This design comes from an exercise in tuning for small area, a short achievable clock period and few clock cycles per item on the open sky130 flow, not from production work.
The RTL was checked by simulation tests, not by an equivalence proof against the original design.
Power and IR drop assume default switching activity.

`flow/run.sh`:
```
#!/bin/bash
# synth_recipe.tcl (not shown) runs the flow's synth.tcl, then flattens the netlist and writes it again
# the make line also repeats each setting of config.mk as NAME=value (left out here)
make -C /OpenROAD-flow-scripts/flow DESIGN_CONFIG=/design/flow/config.mk WORK_HOME=/design/flow/orfs CLKGATE_MAP_FILE= SYNTH_SCRIPT=/design/flow/synth_recipe.tcl finish
```
`flow/config.mk`:
```
export PLATFORM = sky130hd
export DESIGN_NAME = idct_stage1_top
export DESIGN_NICKNAME = idct_stage1_top
export VERILOG_FILES = /design/flow/design.v
export SDC_FILE = /design/flow/constraint.sdc
export NUM_CORES = 4
export LEC_CHECK = 0
export CAP_MARGIN = 20
export CORE_MARGIN = 2
export CORE_UTILIZATION = 40
export SLEW_MARGIN = 20
```
`flow/constraint.sdc`:
```
create_clock -name core_clock -period 12.0 [get_ports {CLOCK}]
set_input_delay 2.4000 -clock core_clock [delete_from_list [all_inputs] [get_ports {CLOCK}]]
set_output_delay 2.4000 -clock core_clock [all_outputs]
set_load 0.01 [all_outputs]
```
`flow/design.v`:
```
package dct_pkg;
    typedef logic signed [15:0] coef_t;
    typedef logic signed [15:0] sample_t;
    typedef logic signed [31:0] acc_t;
    localparam int PROD_SHIFT = 8;   
    function automatic coef_t dct_coef(input logic [2:0] k, input logic [2:0] j);
        case ({k, j})
            6'o00: dct_coef = 16'sd1448;
            6'o01: dct_coef = 16'sd2008;
            6'o02: dct_coef = 16'sd1892;
            6'o03: dct_coef = 16'sd1702;
            6'o04: dct_coef = 16'sd1448;
            6'o05: dct_coef = 16'sd1137;
            6'o06: dct_coef = 16'sd783;
            6'o07: dct_coef = 16'sd399;
            6'o10: dct_coef = 16'sd1448;
            6'o11: dct_coef = 16'sd1702;
            6'o12: dct_coef = 16'sd783;
            6'o13: dct_coef = -16'sd399;
            6'o14: dct_coef = -16'sd1448;
            6'o15: dct_coef = -16'sd2008;
            6'o16: dct_coef = -16'sd1892;
            6'o17: dct_coef = -16'sd1137;
            6'o20: dct_coef = 16'sd1448;
            6'o21: dct_coef = 16'sd1137;
            6'o22: dct_coef = -16'sd783;
            6'o23: dct_coef = -16'sd2008;
            6'o24: dct_coef = -16'sd1448;
            6'o25: dct_coef = 16'sd399;
            6'o26: dct_coef = 16'sd1892;
            6'o27: dct_coef = 16'sd1702;
            6'o30: dct_coef = 16'sd1448;
            6'o31: dct_coef = 16'sd399;
            6'o32: dct_coef = -16'sd1892;
            6'o33: dct_coef = -16'sd1137;
            6'o34: dct_coef = 16'sd1448;
            6'o35: dct_coef = 16'sd1702;
            6'o36: dct_coef = -16'sd783;
            6'o37: dct_coef = -16'sd2008;
            6'o40: dct_coef = 16'sd1448;
            6'o41: dct_coef = -16'sd399;
            6'o42: dct_coef = -16'sd1892;
            6'o43: dct_coef = 16'sd1137;
            6'o44: dct_coef = 16'sd1448;
            6'o45: dct_coef = -16'sd1702;
            6'o46: dct_coef = -16'sd783;
            6'o47: dct_coef = 16'sd2008;
            6'o50: dct_coef = 16'sd1448;
            6'o51: dct_coef = -16'sd1137;
            6'o52: dct_coef = -16'sd783;
            6'o53: dct_coef = 16'sd2008;
            6'o54: dct_coef = -16'sd1448;
            6'o55: dct_coef = -16'sd399;
            6'o56: dct_coef = 16'sd1892;
            6'o57: dct_coef = -16'sd1702;
            6'o60: dct_coef = 16'sd1448;
            6'o61: dct_coef = -16'sd1702;
            6'o62: dct_coef = 16'sd783;
            6'o63: dct_coef = 16'sd399;
            6'o64: dct_coef = -16'sd1448;
            6'o65: dct_coef = 16'sd2008;
            6'o66: dct_coef = -16'sd1892;
            6'o67: dct_coef = 16'sd1137;
            6'o70: dct_coef = 16'sd1448;
            6'o71: dct_coef = -16'sd2008;
            6'o72: dct_coef = 16'sd1892;
            6'o73: dct_coef = -16'sd1702;
            6'o74: dct_coef = 16'sd1448;
            6'o75: dct_coef = -16'sd1137;
            6'o76: dct_coef = 16'sd783;
            6'o77: dct_coef = -16'sd399;
            default: dct_coef = '0;
        endcase
    endfunction
    typedef enum logic [1:0] {
        XF_IDLE,
        XF_WAIT_BANK,    
        XF_MAC,
        XF_EMIT
    } xform_state_e;
    typedef enum logic [1:0] {
        FE_IDLE,
        FE_WAIT_BANK,    
        FE_READ,
        FE_DRAIN         
    } fetch_state_e;
endpackage
package sram_map_pkg;
    typedef logic [17:0] sram_addr_t;
    typedef logic [15:0] sram_data_t;
    localparam int BLOCK_DIM = 8;
    localparam int BLOCK_SIZE = 64;
    localparam int SRAM_READ_LATENCY = 2;    
    typedef logic [6:0] buf_addr_t;   
    function automatic sram_addr_t pixel_addr(input logic [31:0] width,
                                              input sram_addr_t prow,
                                              input sram_addr_t pcol);
        sram_addr_t addr;
        addr = pcol;
        for (int b = 0; b < 18; b++) begin
            if (width[b])
                addr = addr + (prow << b);
        end
        pixel_addr = addr;
    endfunction
endpackage
`timescale 1ns/1ps
module sram_arbiter (
    input  logic       CLOCK,
    input  logic       Resetn,
    input  logic       rd_req,
    input  sram_map_pkg::sram_addr_t rd_addr,
    input  logic       wr_req,
    input  sram_map_pkg::sram_addr_t wr_addr,
    input  sram_map_pkg::sram_data_t wr_data,
    output logic       rd_gnt,
    output sram_map_pkg::sram_addr_t sram_address,
    output sram_map_pkg::sram_data_t sram_write_data,
    output logic       sram_we_n
);
    assign rd_gnt = rd_req && !wr_req;
    always_ff @(posedge CLOCK or negedge Resetn) begin
        if (!Resetn) begin
            sram_address <= '0;
            sram_we_n <= 1'b1;
        end else begin
            sram_we_n <= !wr_req;    
            if (wr_req)
                sram_address <= wr_addr;
            else if (rd_req)
                sram_address <= rd_addr;
        end
    end
    always_ff @(posedge CLOCK) begin
        if (wr_req)
            sram_write_data <= wr_data;
    end
endmodule
`timescale 1ns/1ps
module block_fetch #(
    parameter int BLOCK_COLS = 40,
    parameter int BLOCK_ROWS = 30
) (
    input  logic       CLOCK,
    input  logic       Resetn,
    input  logic       start,
    input  logic       rd_gnt,
    input  sram_map_pkg::sram_data_t sram_read_data,
    input  logic [1:0] bank_full,
    output logic       rd_req,
    output sram_map_pkg::sram_addr_t rd_addr,
    output logic       buf_we,
    output sram_map_pkg::buf_addr_t  buf_waddr,
    output sram_map_pkg::sram_data_t buf_wdata,
    output logic       fill_done,
    output logic       fill_bank
);
    localparam int WIDTH = BLOCK_COLS * sram_map_pkg::BLOCK_DIM;
    localparam int COL_W = $clog2(BLOCK_COLS + 1);
    localparam int ROW_W = $clog2(BLOCK_ROWS + 1);
    dct_pkg::fetch_state_e state;
    logic [COL_W-1:0] blk_col;
    logic [ROW_W-1:0] blk_row;
    logic [5:0] m;           
    logic bank;
    logic [sram_map_pkg::SRAM_READ_LATENCY:0] vld_pipe;    
    sram_map_pkg::buf_addr_t tag_pipe [sram_map_pkg::SRAM_READ_LATENCY+1];
    assign rd_req = (state == dct_pkg::FE_READ);
    assign rd_addr = sram_map_pkg::pixel_addr(WIDTH, sram_map_pkg::sram_addr_t'({blk_row, m[5:3]}),
                                sram_map_pkg::sram_addr_t'({blk_col, m[2:0]}));
    assign buf_we = vld_pipe[sram_map_pkg::SRAM_READ_LATENCY];
    assign buf_waddr = tag_pipe[sram_map_pkg::SRAM_READ_LATENCY];
    assign buf_wdata = sram_read_data;
    assign fill_done = buf_we && (buf_waddr[5:0] == 6'(sram_map_pkg::BLOCK_SIZE - 1));
    assign fill_bank = buf_waddr[6];
    always_ff @(posedge CLOCK or negedge Resetn) begin
        if (!Resetn) begin
            state <= dct_pkg::FE_IDLE;
            blk_col <= '0;
            blk_row <= '0;
            m <= '0;
            bank <= 1'b0;
            vld_pipe <= '0;
        end else begin
            vld_pipe <= {vld_pipe[sram_map_pkg::SRAM_READ_LATENCY-1:0], rd_gnt};
            case (state)
                dct_pkg::FE_IDLE: begin
                    if (start) begin
                        blk_col <= '0;
                        blk_row <= '0;
                        m <= '0;
                        bank <= 1'b0;
                        state <= dct_pkg::FE_WAIT_BANK;
                    end
                end
                dct_pkg::FE_WAIT_BANK: begin
                    if (!bank_full[bank])
                        state <= dct_pkg::FE_READ;
                end
                dct_pkg::FE_READ: begin
                    if (rd_gnt) begin
                        m <= m + 6'd1;
                        if (m == 6'(sram_map_pkg::BLOCK_SIZE - 1)) begin   
                            bank <= !bank;
                            state <= dct_pkg::FE_DRAIN;
                            if (blk_col == COL_W'(BLOCK_COLS - 1)) begin
                                blk_col <= '0;
                                if (blk_row == ROW_W'(BLOCK_ROWS - 1))
                                    blk_row <= '0;
                                else
                                    blk_row <= blk_row + 1'b1;
                            end else begin
                                blk_col <= blk_col + 1'b1;
                            end
                        end
                    end
                end
                dct_pkg::FE_DRAIN: begin
                    if (fill_done)
                        state <= (blk_col == '0 && blk_row == '0) ? dct_pkg::FE_IDLE : dct_pkg::FE_WAIT_BANK;
                end
                default: state <= dct_pkg::FE_IDLE;
            endcase
        end
    end
    always_ff @(posedge CLOCK) begin
        tag_pipe[0] <= {bank, m};
        for (int i = 1; i <= sram_map_pkg::SRAM_READ_LATENCY; i++)
            tag_pipe[i] <= tag_pipe[i-1];
    end
endmodule
`timescale 1ns/1ps
module block_buffer (
    input  logic       CLOCK,
    input  logic       Resetn,
    input  logic       buf_we,
    input  sram_map_pkg::buf_addr_t  buf_waddr,
    input  sram_map_pkg::sram_data_t buf_wdata,
    input  logic       fill_done,
    input  logic       fill_bank,
    input  sram_map_pkg::buf_addr_t  rd_index,
    input  logic       bank_release,
    input  logic       release_bank,
    output dct_pkg::sample_t    rd_data,
    output logic [1:0] bank_full
);
    dct_pkg::sample_t mem [2*sram_map_pkg::BLOCK_SIZE];     
    logic [1:0] full;
    assign bank_full = full;
    always_ff @(posedge CLOCK) begin
        if (buf_we)
            mem[buf_waddr] <= $signed(buf_wdata);
        rd_data <= mem[rd_index];    
    end
    always_ff @(posedge CLOCK or negedge Resetn) begin
        if (!Resetn) begin
            full <= '0;
        end else begin
            if (fill_done)
                full[fill_bank] <= 1'b1;
            if (bank_release)
                full[release_bank] <= 1'b0;
        end
    end
endmodule
`timescale 1ns/1ps
module row_transform #(
    parameter int BLOCK_COLS = 40,
    parameter int BLOCK_ROWS = 30
) (
    input  logic       CLOCK,
    input  logic       Resetn,
    input  logic       start,
    input  logic [1:0] bank_full,
    input  dct_pkg::sample_t    rd_data,
    output sram_map_pkg::buf_addr_t  rd_index,
    output logic       t_valid,
    output dct_pkg::acc_t       t_value,
    output logic [5:0] t_index,
    output logic       bank_release,
    output logic       release_bank
);
    localparam int TOTAL = BLOCK_COLS * BLOCK_ROWS;
    localparam int CNT_W = $clog2(TOTAL + 1);
    dct_pkg::xform_state_e state;
    logic [5:0] out_idx;     
    logic [2:0] k;
    logic [2:0] k_data;
    logic bank;
    logic [CNT_W-1:0] blk_cnt;
    dct_pkg::acc_t acc;
    dct_pkg::acc_t prod;
    dct_pkg::acc_t term;
    assign rd_index = {bank, out_idx[5:3], k};
    assign k_data = k - 3'd1;
    assign prod = rd_data * dct_pkg::dct_coef(k_data, out_idx[2:0]);
    assign term = prod >>> dct_pkg::PROD_SHIFT;
    always_ff @(posedge CLOCK or negedge Resetn) begin
        if (!Resetn) begin
            state <= dct_pkg::XF_IDLE;
            out_idx <= '0;
            k <= '0;
            bank <= 1'b0;
            blk_cnt <= '0;
            acc <= '0;
            t_valid <= 1'b0;
            bank_release <= 1'b0;
            release_bank <= 1'b0;
        end else begin
            t_valid <= 1'b0;
            bank_release <= 1'b0;
            case (state)
                dct_pkg::XF_IDLE: begin
                    if (start) begin
                        out_idx <= '0;
                        k <= '0;
                        bank <= 1'b0;
                        blk_cnt <= '0;
                        acc <= '0;
                        state <= dct_pkg::XF_WAIT_BANK;
                    end
                end
                dct_pkg::XF_WAIT_BANK: begin
                    if (bank_full[bank])
                        state <= dct_pkg::XF_MAC;
                end
                dct_pkg::XF_MAC: begin
                    if (k != 3'd0)
                        acc <= acc + term;   
                    k <= k + 3'd1;
                    if (k == 3'd7)
                        state <= dct_pkg::XF_EMIT;
                end
                dct_pkg::XF_EMIT: begin
                    t_valid <= 1'b1;
                    acc <= '0;               
                    out_idx <= out_idx + 6'd1;
                    if (out_idx == 6'(sram_map_pkg::BLOCK_SIZE - 1)) begin
                        bank_release <= 1'b1;
                        release_bank <= bank;
                        bank <= !bank;
                        blk_cnt <= blk_cnt + 1'b1;
                        if (blk_cnt == CNT_W'(TOTAL - 1))
                            state <= dct_pkg::XF_IDLE;
                        else
                            state <= dct_pkg::XF_WAIT_BANK;
                    end else begin
                        state <= dct_pkg::XF_MAC;
                    end
                end
                default: state <= dct_pkg::XF_IDLE;
            endcase
        end
    end
    always_ff @(posedge CLOCK) begin
        if (state == dct_pkg::XF_EMIT) begin
            t_value <= acc + term;   
            t_index <= out_idx;
        end
    end
endmodule
`timescale 1ns/1ps
module t_writeback #(
    parameter int BLOCK_COLS = 40,
    parameter int BLOCK_ROWS = 30,
    parameter int RESULT_BASE = 76800
) (
    input  logic       CLOCK,
    input  logic       Resetn,
    input  logic       start,
    input  logic       t_valid,
    input  dct_pkg::acc_t       t_value,
    input  logic [5:0] t_index,
    output logic       wr_req,
    output sram_map_pkg::sram_addr_t wr_addr,
    output sram_map_pkg::sram_data_t wr_data,
    output logic       busy,
    output logic       done
);
    localparam int WIDTH = BLOCK_COLS * sram_map_pkg::BLOCK_DIM;
    localparam int COL_W = $clog2(BLOCK_COLS + 1);
    localparam int ROW_W = $clog2(BLOCK_ROWS + 1);
    logic [COL_W-1:0] blk_col;
    logic [ROW_W-1:0] blk_row;
    logic last_blk;
    logic blk_end;
    logic last_wr;       
    sram_map_pkg::sram_data_t clamped;
    assign last_blk = (blk_col == COL_W'(BLOCK_COLS - 1)) && (blk_row == ROW_W'(BLOCK_ROWS - 1));
    assign blk_end = t_valid && (t_index == 6'(sram_map_pkg::BLOCK_SIZE - 1));
    always_comb begin
        if (t_value > 32'sd32767)
            clamped = 16'h7fff;
        else if (t_value < -32'sd32768)
            clamped = 16'h8000;
        else
            clamped = t_value[15:0];
    end
    always_ff @(posedge CLOCK or negedge Resetn) begin
        if (!Resetn) begin
            wr_req <= 1'b0;
            last_wr <= 1'b0;
            done <= 1'b0;
            busy <= 1'b0;
            blk_col <= '0;
            blk_row <= '0;
        end else begin
            wr_req <= t_valid;
            last_wr <= blk_end && last_blk;
            done <= last_wr;
            if (start) begin
                busy <= 1'b1;
                blk_col <= '0;
                blk_row <= '0;
            end else begin
                if (last_wr)
                    busy <= 1'b0;    
                if (blk_end) begin
                    if (blk_col == COL_W'(BLOCK_COLS - 1)) begin
                        blk_col <= '0;
                        blk_row <= (blk_row == ROW_W'(BLOCK_ROWS - 1)) ? '0 : blk_row + 1'b1;
                    end else begin
                        blk_col <= blk_col + 1'b1;
                    end
                end
            end
        end
    end
    always_ff @(posedge CLOCK) begin
        if (t_valid) begin
            wr_data <= clamped;
            wr_addr <= sram_map_pkg::sram_addr_t'(RESULT_BASE)
                     + sram_map_pkg::pixel_addr(WIDTH, sram_map_pkg::sram_addr_t'({blk_row, t_index[5:3]}),
                                  sram_map_pkg::sram_addr_t'({blk_col, t_index[2:0]}));
        end
    end
endmodule
`timescale 1ns/1ps
module idct_stage1_top #(
    parameter int BLOCK_COLS = 40,
    parameter int BLOCK_ROWS = 30,
    parameter int RESULT_BASE = 76800
) (
    input  logic       CLOCK,
    input  logic       Resetn,
    input  logic       start,
    input  sram_map_pkg::sram_data_t sram_read_data,
    output sram_map_pkg::sram_addr_t sram_address,
    output sram_map_pkg::sram_data_t sram_write_data,
    output logic       sram_we_n,
    output logic       busy,
    output logic       done
);
    logic       start_go;
    logic       rd_req;
    logic       rd_gnt;
    sram_map_pkg::sram_addr_t rd_addr;
    logic       wr_req;
    sram_map_pkg::sram_addr_t wr_addr;
    sram_map_pkg::sram_data_t wr_data;
    logic       buf_we;
    sram_map_pkg::buf_addr_t  buf_waddr;
    sram_map_pkg::sram_data_t buf_wdata;
    logic       fill_done;
    logic       fill_bank;
    logic [1:0] bank_full;
    sram_map_pkg::buf_addr_t  rd_index;
    dct_pkg::sample_t    rd_data;
    logic       t_valid;
    dct_pkg::acc_t       t_value;
    logic [5:0] t_index;
    logic       bank_release;
    logic       release_bank;
    assign start_go = start && !busy;    
    block_fetch #(
        .BLOCK_COLS (BLOCK_COLS),
        .BLOCK_ROWS (BLOCK_ROWS)
    ) u_block_fetch (
        .CLOCK          (CLOCK),
        .Resetn         (Resetn),
        .start          (start_go),
        .rd_gnt         (rd_gnt),
        .sram_read_data (sram_read_data),
        .bank_full      (bank_full),
        .rd_req         (rd_req),
        .rd_addr        (rd_addr),
        .buf_we         (buf_we),
        .buf_waddr      (buf_waddr),
        .buf_wdata      (buf_wdata),
        .fill_done      (fill_done),
        .fill_bank      (fill_bank)
    );
    block_buffer u_block_buffer (
        .CLOCK        (CLOCK),
        .Resetn       (Resetn),
        .buf_we       (buf_we),
        .buf_waddr    (buf_waddr),
        .buf_wdata    (buf_wdata),
        .fill_done    (fill_done),
        .fill_bank    (fill_bank),
        .rd_index     (rd_index),
        .bank_release (bank_release),
        .release_bank (release_bank),
        .rd_data      (rd_data),
        .bank_full    (bank_full)
    );
    row_transform #(
        .BLOCK_COLS (BLOCK_COLS),
        .BLOCK_ROWS (BLOCK_ROWS)
    ) u_row_transform (
        .CLOCK        (CLOCK),
        .Resetn       (Resetn),
        .start        (start_go),
        .bank_full    (bank_full),
        .rd_data      (rd_data),
        .rd_index     (rd_index),
        .t_valid      (t_valid),
        .t_value      (t_value),
        .t_index      (t_index),
        .bank_release (bank_release),
        .release_bank (release_bank)
    );
    t_writeback #(
        .BLOCK_COLS  (BLOCK_COLS),
        .BLOCK_ROWS  (BLOCK_ROWS),
        .RESULT_BASE (RESULT_BASE)
    ) u_t_writeback (
        .CLOCK   (CLOCK),
        .Resetn  (Resetn),
        .start   (start_go),
        .t_valid (t_valid),
        .t_value (t_value),
        .t_index (t_index),
        .wr_req  (wr_req),
        .wr_addr (wr_addr),
        .wr_data (wr_data),
        .busy    (busy),
        .done    (done)
    );
    sram_arbiter u_sram_arbiter (
        .CLOCK           (CLOCK),
        .Resetn          (Resetn),
        .rd_req          (rd_req),
        .rd_addr         (rd_addr),
        .wr_req          (wr_req),
        .wr_addr         (wr_addr),
        .wr_data         (wr_data),
        .rd_gnt          (rd_gnt),
        .sram_address    (sram_address),
        .sram_write_data (sram_write_data),
        .sram_we_n       (sram_we_n)
    );
endmodule
```
==> run notes <==
[layer usage]
layer  track usage [%]  vias up
met4              4.42        0
met5                 0        -
met2              28.9     1606
li1                  -    21300
met1              27.4    26900
met3              2.81      283
[metrics by stage]
step,hold slack (ps),worst slack [ps]
floorplan,310,1580
global placement,311,973
detailed placement,312,903
CTS,323,838
global route,333,37.5
finish,325,816
[cells in the mapped netlist (28+ instances only)]
cell	instances	area, sq um
ha_1	173	2160
a21o_1	35	263
a21oi_1	95	475
mux2i_1	30	300
dfxtp_1	37	741
nor2_1	252	946
and2_1	99	619
edfxtp_1	2136	64100
nand2_1	214	803
xnor2_1	71	622
inv_1	356	1340
clkbuf_1	162	608
o21ai_0	95	475
nand3_1	38	190
dfrtp_1	116	2900
nor2b_1	33	206
fa_1	256	5120
mux4_2	676	15200
buf_1	28	105
buf_2	55	275
xor2_1	29	254
a22o_1	35	307
[flip-flops by register name, indices dropped and copies added, names as in the netlist, 11 cells and up]
signal,count
u_block_buffer.mem,2048
u_row_transform.acc,32
u_row_transform.t_value,32
u_block_fetch.tag_pipe,21
u_sram_arbiter.sram_address,18
u_t_writeback.wr_addr,18
u_block_buffer.rd_data,16
u_sram_arbiter.sram_write_data,16
u_t_writeback.wr_data,16
u_row_transform.blk_cnt,11
[how the worst min path moves through the flow]
stage                                 startpoint                      endpoint  slack (ps)
floorplan           u_block_fetch.tag_pipe[0][0]  u_block_fetch.tag_pipe[1][0]         310
global placement    u_block_fetch.tag_pipe[0][0]  u_block_fetch.tag_pipe[1][0]         310
detailed placement  u_block_fetch.tag_pipe[0][1]  u_block_fetch.tag_pipe[1][1]         310
CTS                 u_block_fetch.tag_pipe[0][6]  u_block_fetch.tag_pipe[1][6]         320
global route        u_block_fetch.tag_pipe[1][4]  u_block_fetch.tag_pipe[2][4]         330
finish              u_block_fetch.tag_pipe[0][6]  u_block_fetch.tag_pipe[1][6]         330
[cells by family (layout without fill, tap and decap cells)]
kind of cell | after synthesis | in the layout
flip-flops | 2290 | 2290
AND/OR/NAND/NOR | 751 | 751
multiplexers | 729 | 729
buffers and inverters | 606 | 1039
adder cells (fa/ha/maj) | 429 | 429
AO/OA/AOI/OAI | 401 | 401
XOR/XNOR | 102 | 102
other | 0 | 7
[power by group through the flow]
stage | clock network, mW | registers, mW | logic (mW)
2_1_floorplan | 0 | 8.90 | 0.0194
3_3_place_gp | 0 | 8.90 | 0.149
3_5_place_dp | 0 | 8.90 | 0.159
4_1_cts | 6.98 | 8.73 | 0.159
5_1_grt | 7.30 | 8.72 | 0.173
6_report | 6.83 | 8.73 | 0.156
[worst reg2reg max path: cells and delay by family (launching register included)]
kind                     cells  cell delay (ps)
buffers and inverters        5              320
adder cells (fa/ha/maj)      9             4010
XOR/XNOR                     2              910
AND/OR/NAND/NOR              8             1740
flip-flops                   1              780
AO/OA/AOI/OAI               13             3340
[layout make-up]
type,instances,share of cell area [%]
well taps,3330,3.69
multi-input cells,2412,26.8
repair buffers,255,1.88
flip-flops and latches,2290,60.1
diodes,7,0.0155
clock buffers,303,5.32
inverters,358,1.19
clock inverters,123,1.04
==> run notes <==
final period utilization approximately 93%; switching pwr 3.18 mW; routed len/inst 26.0 um; RR Startpoint u_row_transform.k[0]; CP max stage delay roughly 800 ps; Sw Share 20.2%; 1st-iter DRT viols 5032; number of instances in the placed design 8644; crit path time final approximately 11000 ps; Sequential Area between 60000 and 70000 sq um; Total Power 15.7 mW; Non-Filler Instances 9078; Syn Inst Count approximately 5300; final hold violation count 0; number of synthesized flops with an enable pin roughly 2100; number of nets with antenna violations after detailed routing 0; Core Region 249000 sq um; row cnt 183; # Max-Cap Violations 0; RSZ-0062 raised after global routing false; die area 255000 sq um; Leak Pwr 38.5 nW; GP Congestion 0.841; Slew headroom 22.3%; Max VDD drop between 100 and 150 uV; final design utilization between 40% and 50%; critical path data arrival time ~12000 ps; Compound-Gate Fraction of Synth Area 2.64%; number of antenna violations at the first check in global routing 12; Die W 505 um; Worst EP required 12760 ps; drt drc 0; syn avg cell area 18.9 sq um; HP Class reg -> reg; kind of critical path reg -> reg; startpoint type of the worst setup path flop; Top FF cell, synth edfxtp_1; Worst Reg-to-Reg Cells 37; setup bufs post-CTS 0; Sequential Power Share 55.5%; vias in the first global route 51300; Async S/R FF share, synth roughly 5.1%; cell-internal power 12.5 mW; footprint of the multi-input gates slightly above 30000 sq um; nets 5993; number of cells on the critical path 37; clock tree buffer depth 3; Seq/Total Area, Yosys 67.6%; crit path capture type flop; routed vias 50100; Layout area overhead 12.5%; highest-count cells in the layout ignoring fill and taps 2136 x edfxtp_1, 676 x mux4_2, 355 x inv_1; Port Buffers 55; Syn Nets between 5000 and 6000; 1st-pass router iterations 6; Detail Placement HPWL 143000 um; warnings from Yosys 6; hold path cells 0; fillers 21300; post_cts resized 0; Reg clk slew, reported paths 60 ps; P per Cell Area 139 nW/um^2; Buf+Inv Stages, Crit Path 5; total gr overflow 0; reg2reg setup slack 820 ps; final wirelength 236000 um; CTS Buf Count ~230; clock power share 43.5%; crit path from u_row_transform.k[0]; worst-path maximum fanout 53; CTS tree done; largest family of logic cells by synthesized area multiplexers; combinational cell fraction of total power 1.0%; starting density of the core 40.3%; Fmax 89.4 MHz; synthesis-stage register bit count 2290; Post-Synth Adder-Cell Area roughly 7.3%; Tot GR Track Use 18.5%; Slew @ Worst Pin 1170 ps; layout cells sized above 1 21.8%; clock latency on the worst-skew pair ~880 ps; hold buffers post-CTS 0; Final TNS setup 0 ps; Syn Std Cell Area 100000 sq um; largest net degree at the start of global routing 145; most frequent CP cell fa_1; Synth Area in XOR/XNOR 0.905%; worst setup path end u_row_transform.acc[28]; commonest non-fill, non-tap cell in the layout edfxtp_1; die span in y 505 um; Setup Skew 88.2 ps; status no timing/DRC/antenna violations; met2 wire length 111000 um; Top delay family on crit path adder cells; Distinct cells, synth 83; Top Ports 56; dpl cell area approximately 110000 sq um; met3 wire length 15000 um; Highest Signal Layer met4; Post-Synth Simple-Gate Area 3.49%; H-tree levels 4; Via density 5.52; Root Buffer clkbuf_16; fin. max-slew vios 0; mux contribution to synthesized area between 10% and 20%; Final setup viols 0; # clock sinks 2290; FF-to-FF End u_row_transform.acc[28]; crit path max-delay cell type dfrtp_4; first-pass GRT wire length around 350000 um; wire length on met1 roughly 110000 um; final instance area 113000 sq um
Testbench counts, summed over its fixed seeds: cycles 2,769,888, pictures 4.

==> what the ideal ports hide <==
Ports are ideal in the flow. The routed layout listed here was re-timed in OpenROAD.
Step 1 (the two cells are an assumption about what drives the block):
set clk [get_ports {CLOCK}]
set_driving_cell -lib_cell sky130_fd_sc_hd__clkbuf_16 $clk
set_driving_cell -lib_cell sky130_fd_sc_hd__buf_2 [delete_from_list [all_inputs] $clk]
Step 2 also shifts input and output timing later by t, the mid clock arrival at the registers, as if the neighbouring blocks saw the same clock.
a / b / c = no drivers / after step 1 / after step 2; a / b = the first two.
t (ns): 0.933
setup WS [ns]: 0.816 / 0.816 / 0.816
hold slack, ns: 0.325 / 0.325 / 0.325
cell pins on the clock port's net: 1
After both steps setup and hold are still met in this run. For this run, drivers alone change the setup slack by 0.000 ns; drivers and shift together by 0.000 ns.
